Source: an optimization exercise on an open RTL-to-GDS flow (aim: small area, a short achievable clock period and few clock cycles per item). Production flows keep margins and buffers that such runs may drop. Power is estimated from default activity; no workload was simulated.

==> flow/design.v <==
package lps_pkg;
    localparam int COORD_BITS_DEF = 12;
    localparam logic KIND_LOAD = 1'b0;
    localparam logic KIND_STEP = 1'b1;
    localparam int PH_FIRST  = 0;
    localparam int PH_SECOND = 1;
    localparam int PH_WALK0  = 2;
    localparam int PH_WALK   = 3;
endpackage
module lps_step_core
#(
    parameter int W = lps_pkg::COORD_BITS_DEF
)
(
    input  logic                clk,
    input  logic                rst_n,
    input  logic                proc,
    input  logic                kind,
    input  logic                load_wr,
    input  logic signed [W-1:0] x_start,
    input  logic signed [W-1:0] y_start,
    input  logic signed [W-1:0] x_end,
    input  logic signed [W-1:0] y_end,
    output logic                res_pixel_valid,
    output logic signed [W-1:0] res_x,
    output logic signed [W-1:0] res_y,
    output logic                res_last
);
    logic [3:0]   phase_reg, phase_next;    
    logic [W-1:0] cur_x_reg, cur_x_next;
    logic [W-1:0] cur_y_reg, cur_y_next;
    logic [W-1:0] far_x_reg, far_x_next;    
    logic [W-1:0] far_y_reg, far_y_next;    
    logic [W-1:0] u_reg, u_next;            
    logic [W-1:0] v_reg, v_next;            
    logic         neg_x_reg, neg_x_next;
    logic         neg_y_reg, neg_y_next;
    logic         maj_y_reg, maj_y_next;
    logic         cin_reg, cin_next;        
    logic         qcin_reg, qcin_next;      
    logic         pv_reg, pv_next;
    logic         last_reg, last_next;
    logic [W:0]   dx, dy, t, q_wrap;
    logic         walking, s_maj, s_min, diag, y_dec, p_far, minor, is_last;
    logic         s_maj_n, s_min_n;
    logic [W-1:0] m_big;
    assign res_pixel_valid = pv_reg;
    assign res_x           = cur_x_reg;    
    assign res_y           = cur_y_reg;
    assign res_last        = last_reg;
    always_comb
    begin
        dx      = {far_x_reg[W-1], far_x_reg} - {u_reg[W-1], u_reg};
        dy      = {far_y_reg[W-1], far_y_reg} - {v_reg[W-1], v_reg};
        walking = phase_reg[lps_pkg::PH_WALK];
        s_maj   = maj_y_reg ? neg_y_reg : neg_x_reg;
        s_min   = maj_y_reg ? neg_x_reg : neg_y_reg;
        diag    = (v_reg != '0) || s_min;
        y_dec   = diag && (neg_x_reg ^ neg_y_reg);
        p_far   = (maj_y_reg && !diag) ? neg_y_reg : neg_x_reg;
        t       = {1'b0, u_reg} + {1'b1, ~v_reg} + (W+1)'(cin_reg);
        minor   = t[W];
        q_wrap  = {1'b0, u_reg} + {1'b0, walking ? far_x_reg : '0} + (W+1)'(qcin_reg);
        m_big   = u_reg;
        phase_next = phase_reg;
        cur_x_next = cur_x_reg;
        cur_y_next = cur_y_reg;
        far_x_next = far_x_reg;
        far_y_next = far_y_reg;
        u_next     = u_reg;
        v_next     = v_reg;
        neg_x_next = neg_x_reg;
        neg_y_next = neg_y_reg;
        maj_y_next = maj_y_reg;
        pv_next    = pv_reg;
        last_next  = last_reg;
        is_last    = 1'b0;
        if (proc)
        begin
            pv_next   = 1'b0;
            last_next = 1'b0;
            if (kind == lps_pkg::KIND_LOAD)
            begin
                cur_x_next = '0;
                cur_y_next = '0;
                phase_next = 4'b0001 << lps_pkg::PH_FIRST;
            end
            else
            begin
                phase_next = '0;
                case (1'b1)
                    phase_reg[lps_pkg::PH_FIRST]:
                    begin
                        pv_next    = 1'b1;
                        cur_x_next = u_reg;
                        cur_y_next = v_reg;
                        u_next     = dx[W-1:0] ^ {W{dx[W]}};
                        v_next     = dy[W-1:0] ^ {W{dy[W]}};
                        neg_x_next = dx[W];
                        neg_y_next = dy[W];
                        phase_next[lps_pkg::PH_SECOND] = 1'b1;
                    end
                    phase_reg[lps_pkg::PH_SECOND]:
                    begin
                        pv_next    = 1'b1;
                        cur_x_next = far_x_reg;
                        cur_y_next = far_y_reg;
                        far_x_next = cur_x_reg;
                        far_y_next = cur_y_reg;
                        maj_y_next = t[W];
                        u_next     = t[W] ? v_reg : u_reg;
                        v_next     = t[W] ? u_reg : v_reg;
                        phase_next[lps_pkg::PH_WALK0] = 1'b1;
                    end
                    phase_reg[lps_pkg::PH_WALK0]:
                    begin
                        pv_next    = 1'b1;
                        if (!p_far)
                        begin
                            cur_x_next = far_x_reg;
                            cur_y_next = far_y_reg;
                        end
                        u_next     = q_wrap[W:1];
                        far_x_next = t[W-1:0];
                        far_y_next = q_wrap[W-1:0];
                        is_last    = (m_big[W-1:1] == '0)
                                  && (s_maj ? (diag && !m_big[0]) : (m_big[0] == diag));
                        last_next  = is_last;
                        phase_next[lps_pkg::PH_WALK] = !is_last;
                    end
                    phase_reg[lps_pkg::PH_WALK]:
                    begin
                        pv_next    = 1'b1;
                        far_y_next = far_y_reg - 1'b1;
                        u_next     = minor ? q_wrap[W-1:0] : t[W-1:0];
                        if (!maj_y_reg || minor)
                            cur_x_next = cur_x_reg + 1'b1;
                        if (maj_y_reg || minor)
                            cur_y_next = cur_y_reg + {{(W-1){y_dec}}, 1'b1};
                        is_last    = (far_y_reg == {{(W-2){1'b0}}, diag, !diag});
                        last_next  = is_last;
                        phase_next[lps_pkg::PH_WALK] = !is_last;
                    end
                    default:
                    begin
                        cur_x_next = '0;
                        cur_y_next = '0;
                    end
                endcase
            end
        end
        if (load_wr)
        begin
            far_x_next = x_end;
            far_y_next = y_end;
            u_next     = x_start;
            v_next     = y_start;
        end
        s_maj_n = maj_y_next ? neg_y_next : neg_x_next;
        s_min_n = maj_y_next ? neg_x_next : neg_y_next;
        if (phase_next[lps_pkg::PH_SECOND])
            cin_next = neg_x_next || !neg_y_next;
        else if (phase_next[lps_pkg::PH_WALK0])
            cin_next = s_maj_n || !s_min_n;
        else
            cin_next = !s_min_n;
        qcin_next = s_maj_n && !(phase_next[lps_pkg::PH_WALK] && s_min_n);
    end
    always_ff @(posedge clk or negedge rst_n)
    begin
        if (!rst_n)
            phase_reg <= '0;
        else
            phase_reg <= phase_next;
    end
    always_ff @(posedge clk)
    begin
        cur_x_reg <= cur_x_next;
        cur_y_reg <= cur_y_next;
        far_x_reg <= far_x_next;
        far_y_reg <= far_y_next;
        u_reg     <= u_next;
        v_reg     <= v_next;
        neg_x_reg <= neg_x_next;
        neg_y_reg <= neg_y_next;
        maj_y_reg <= maj_y_next;
        cin_reg   <= cin_next;
        qcin_reg  <= qcin_next;
        pv_reg    <= pv_next;
        last_reg  <= last_next;
    end
endmodule
module line_pixel_stepper
#(
    parameter int COORD_BITS = lps_pkg::COORD_BITS_DEF
)
(
    input  logic                         clk,
    input  logic                         rst_n,
    input  logic                         req_valid,
    output logic                         req_ready,
    input  logic                         req_kind,
    input  logic signed [COORD_BITS-1:0] req_x_start,
    input  logic signed [COORD_BITS-1:0] req_y_start,
    input  logic signed [COORD_BITS-1:0] req_x_end,
    input  logic signed [COORD_BITS-1:0] req_y_end,
    output logic                         rsp_valid,
    input  logic                         rsp_ready,
    output logic                         rsp_pixel_valid,
    output logic signed [COORD_BITS-1:0] rsp_pixel_x,
    output logic signed [COORD_BITS-1:0] rsp_pixel_y,
    output logic                         rsp_last
);
    logic pend_reg, pend_kind_reg, out_valid_reg;
    logic o_free, have, proc, kind_e, load_wr;
    assign req_ready = !pend_reg;
    assign rsp_valid = out_valid_reg;
    assign o_free    = !out_valid_reg || rsp_ready;
    assign have      = pend_reg || req_valid;
    assign proc      = have && o_free;
    assign kind_e    = pend_reg ? pend_kind_reg : req_kind;
    assign load_wr   = req_valid && !pend_reg && (req_kind == lps_pkg::KIND_LOAD);
    always_ff @(posedge clk or negedge rst_n)
    begin
        if (!rst_n)
        begin
            pend_reg      <= 1'b0;
            out_valid_reg <= 1'b0;
        end
        else
        begin
            pend_reg      <= have && !o_free;
            out_valid_reg <= proc || (out_valid_reg && !rsp_ready);
        end
    end
    always_ff @(posedge clk)
    begin
        if (!pend_reg)
            pend_kind_reg <= req_kind;
    end
    lps_step_core #(
        .W (COORD_BITS)
    ) u_core (
        .clk             (clk),
        .rst_n           (rst_n),
        .proc            (proc),
        .kind            (kind_e),
        .load_wr         (load_wr),
        .x_start         (req_x_start),
        .y_start         (req_y_start),
        .x_end           (req_x_end),
        .y_end           (req_y_end),
        .res_pixel_valid (rsp_pixel_valid),
        .res_x           (rsp_pixel_x),
        .res_y           (rsp_pixel_y),
        .res_last        (rsp_last)
    );
endmodule
==> flow/config.mk <==
export PLATFORM = sky130hd
export DESIGN_NAME = line_pixel_stepper
export DESIGN_NICKNAME = line_pixel_stepper
export VERILOG_FILES = /design/flow/design.v
export SDC_FILE = /design/flow/constraint.sdc
export NUM_CORES = 4
export LEC_CHECK = 0
export CAP_MARGIN = 20
export CORE_MARGIN = 2
export CORE_UTILIZATION = 55
export SETUP_SLACK_MARGIN = 3.8
export SLEW_MARGIN = 20
export TNS_END_PERCENT = 10
==> flow/constraint.sdc <==
create_clock -name core_clock -period 7.0 [get_ports {clk}]
set_input_delay 1.4000 -clock core_clock [delete_from_list [all_inputs] [get_ports {clk}]]
set_output_delay 1.4000 -clock core_clock [all_outputs]
set_load 0.01 [all_outputs]
standard.sh (not shown) runs the stock make flow with config.mk's settings and CLKGATE_MAP_FILE= SYNTH_SCRIPT=/design/flow/synth_recipe.tcl, a recipe that flattens the netlist after the stock synthesis.
==> flow/flow/run.sh <==
#!/bin/bash
# The standard layout (the standard.sh: ORFS synthesis to finish, unchanged), except
# that the buffer on each input and output port is sky130_fd_sc_hd__buf_1 instead of the
# cell buffer_ports picks by itself (a slow clkdlybuf4s50_1 delay cell).
# ORFS writes each step's full log under orfs/logs/; make's own output goes to
# flow_make.log here.
set -euo pipefail
cd "$(dirname "$0")/.."
export BUFFER_PORTS_ARGS="-buffer_cell sky130_fd_sc_hd__buf_1"
bash standard.sh finish > flow_make.log 2>&1
The first run passed the timing, design-rule and antenna checks.
Change:
--- a/flow/design.v
+++ b/flow/design.v
@@ -40,15 +40,16 @@
     logic         qcin_reg, qcin_next;      
     logic         pv_reg, pv_next;
     logic         last_reg, last_next;
     logic [W:0]   dx, dy, t, q_wrap;
     logic         walking, s_maj, s_min, diag, y_dec, p_far, minor, is_last;
-    logic         s_maj_n, s_min_n;
+    logic         s_maj_n, s_min_n, walk_upd;
+    logic [W-1:0] u_d;
     logic [W-1:0] m_big;
     assign res_pixel_valid = pv_reg;
-    assign res_x           = cur_x_reg;    
-    assign res_y           = cur_y_reg;
+    assign res_x           = pv_reg ? cur_x_reg : '0;
+    assign res_y           = pv_reg ? cur_y_reg : '0;
     assign res_last        = last_reg;
     always_comb
     begin
         dx      = {far_x_reg[W-1], far_x_reg} - {u_reg[W-1], u_reg};
         dy      = {far_y_reg[W-1], far_y_reg} - {v_reg[W-1], v_reg};
@@ -73,20 +74,17 @@
         neg_y_next = neg_y_reg;
         maj_y_next = maj_y_reg;
         pv_next    = pv_reg;
         last_next  = last_reg;
         is_last    = 1'b0;
+        walk_upd   = 1'b0;
         if (proc)
         begin
             pv_next   = 1'b0;
             last_next = 1'b0;
             if (kind == lps_pkg::KIND_LOAD)
-            begin
-                cur_x_next = '0;
-                cur_y_next = '0;
                 phase_next = 4'b0001 << lps_pkg::PH_FIRST;
-            end
             else
             begin
                 phase_next = '0;
                 case (1'b1)
                     phase_reg[lps_pkg::PH_FIRST]:
@@ -130,23 +128,21 @@
                     end
                     phase_reg[lps_pkg::PH_WALK]:
                     begin
                         pv_next    = 1'b1;
                         far_y_next = far_y_reg - 1'b1;
-                        u_next     = minor ? q_wrap[W-1:0] : t[W-1:0];
+                        walk_upd   = 1'b1;
                         if (!maj_y_reg || minor)
                             cur_x_next = cur_x_reg + 1'b1;
                         if (maj_y_reg || minor)
                             cur_y_next = cur_y_reg + {{(W-1){y_dec}}, 1'b1};
                         is_last    = (far_y_reg == {{(W-2){1'b0}}, diag, !diag});
                         last_next  = is_last;
                         phase_next[lps_pkg::PH_WALK] = !is_last;
                     end
                     default:
                     begin
-                        cur_x_next = '0;
-                        cur_y_next = '0;
                     end
                 endcase
             end
         end
         if (load_wr)
@@ -164,10 +160,20 @@
             cin_next = s_maj_n || !s_min_n;
         else
             cin_next = !s_min_n;
         qcin_next = s_maj_n && !(phase_next[lps_pkg::PH_WALK] && s_min_n);
     end
+    lps_pick #(
+        .W (W)
+    ) u_pick (
+        .walk  (walk_upd),
+        .minor (minor),
+        .a     (q_wrap[W-1:0]),
+        .b     (t[W-1:0]),
+        .c     (u_next),
+        .y     (u_d)
+    );
     always_ff @(posedge clk or negedge rst_n)
     begin
         if (!rst_n)
             phase_reg <= '0;
         else
@@ -177,20 +183,34 @@
     begin
         cur_x_reg <= cur_x_next;
         cur_y_reg <= cur_y_next;
         far_x_reg <= far_x_next;
         far_y_reg <= far_y_next;
-        u_reg     <= u_next;
+        u_reg     <= u_d;
         v_reg     <= v_next;
         neg_x_reg <= neg_x_next;
         neg_y_reg <= neg_y_next;
         maj_y_reg <= maj_y_next;
         cin_reg   <= cin_next;
         qcin_reg  <= qcin_next;
         pv_reg    <= pv_next;
         last_reg  <= last_next;
     end
+endmodule
+module lps_pick
+#(
+    parameter int W = lps_pkg::COORD_BITS_DEF
+)
+(
+    input  logic         walk,
+    input  logic         minor,
+    input  logic [W-1:0] a,
+    input  logic [W-1:0] b,
+    input  logic [W-1:0] c,
+    output logic [W-1:0] y
+);
+    assign y = walk ? (minor ? a : b) : c;
 endmodule
 module line_pixel_stepper
 #(
     parameter int COORD_BITS = lps_pkg::COORD_BITS_DEF
 )
Cell area came out higher by about 3.5%.
Total power came out lower by about 10%.
Clock-buffer cell count came out lower by 2.
Non-clock buffer count came out higher by 15.
Routed wire length came out lower by about 5.3%.
Clock skew stays flat.
Register-to-register slack gets worse by 0.08 ns.
Fmax came out lower by about 2.5%.
First-iteration DRC count came out lower by 22%.
Sequential share of layout area came out lower by 0.88 points.
Setup slack gets worse by 0.084 ns.
Global-route usage came out lower by 1.9 points.
No run of this note included a check of the RTL's function; only the layout flow was run.

afterwards: timing with drivers on the ports:
Ports are ideal in the flow. The routed layouts listed here were re-timed in OpenROAD.
Step 1 sets driving cells, clkbuf_16 on the clock port and buf_2 on the other inputs (assumed; they add their load-dependent delay and slew).
Step 2 moves the port delays by t, midway between the first and last clock arrival at a register: inputs arrive t later, outputs are due t later. That takes back most of the time a late clock gives input paths.
a / b / c = no drivers / after step 1 / after step 2; a / b = the first two.
| run | shift t [ns] | setup WS [ns] | hold WS [ns] | slew at the worst register clock pin (ns) | worst slew at a driven data input, ns |
|---|---|---|---|---|---|
| the first run | 0.392 | 3.720 / 3.720 / 3.448 | 0.533 / 0.533 / 0.533 | 0.07 / 0.07 | 0.04 |
| the second run | 0.400 | 3.637 / 3.637 / 3.481 | 0.612 / 0.612 / 0.612 | 0.07 / 0.07 | 0.03 |
After both steps every run listed still meets setup and hold. The setup slack of the first run, which loses most, moves by 0.000 ns with the drivers and by -0.272 ns with both steps.
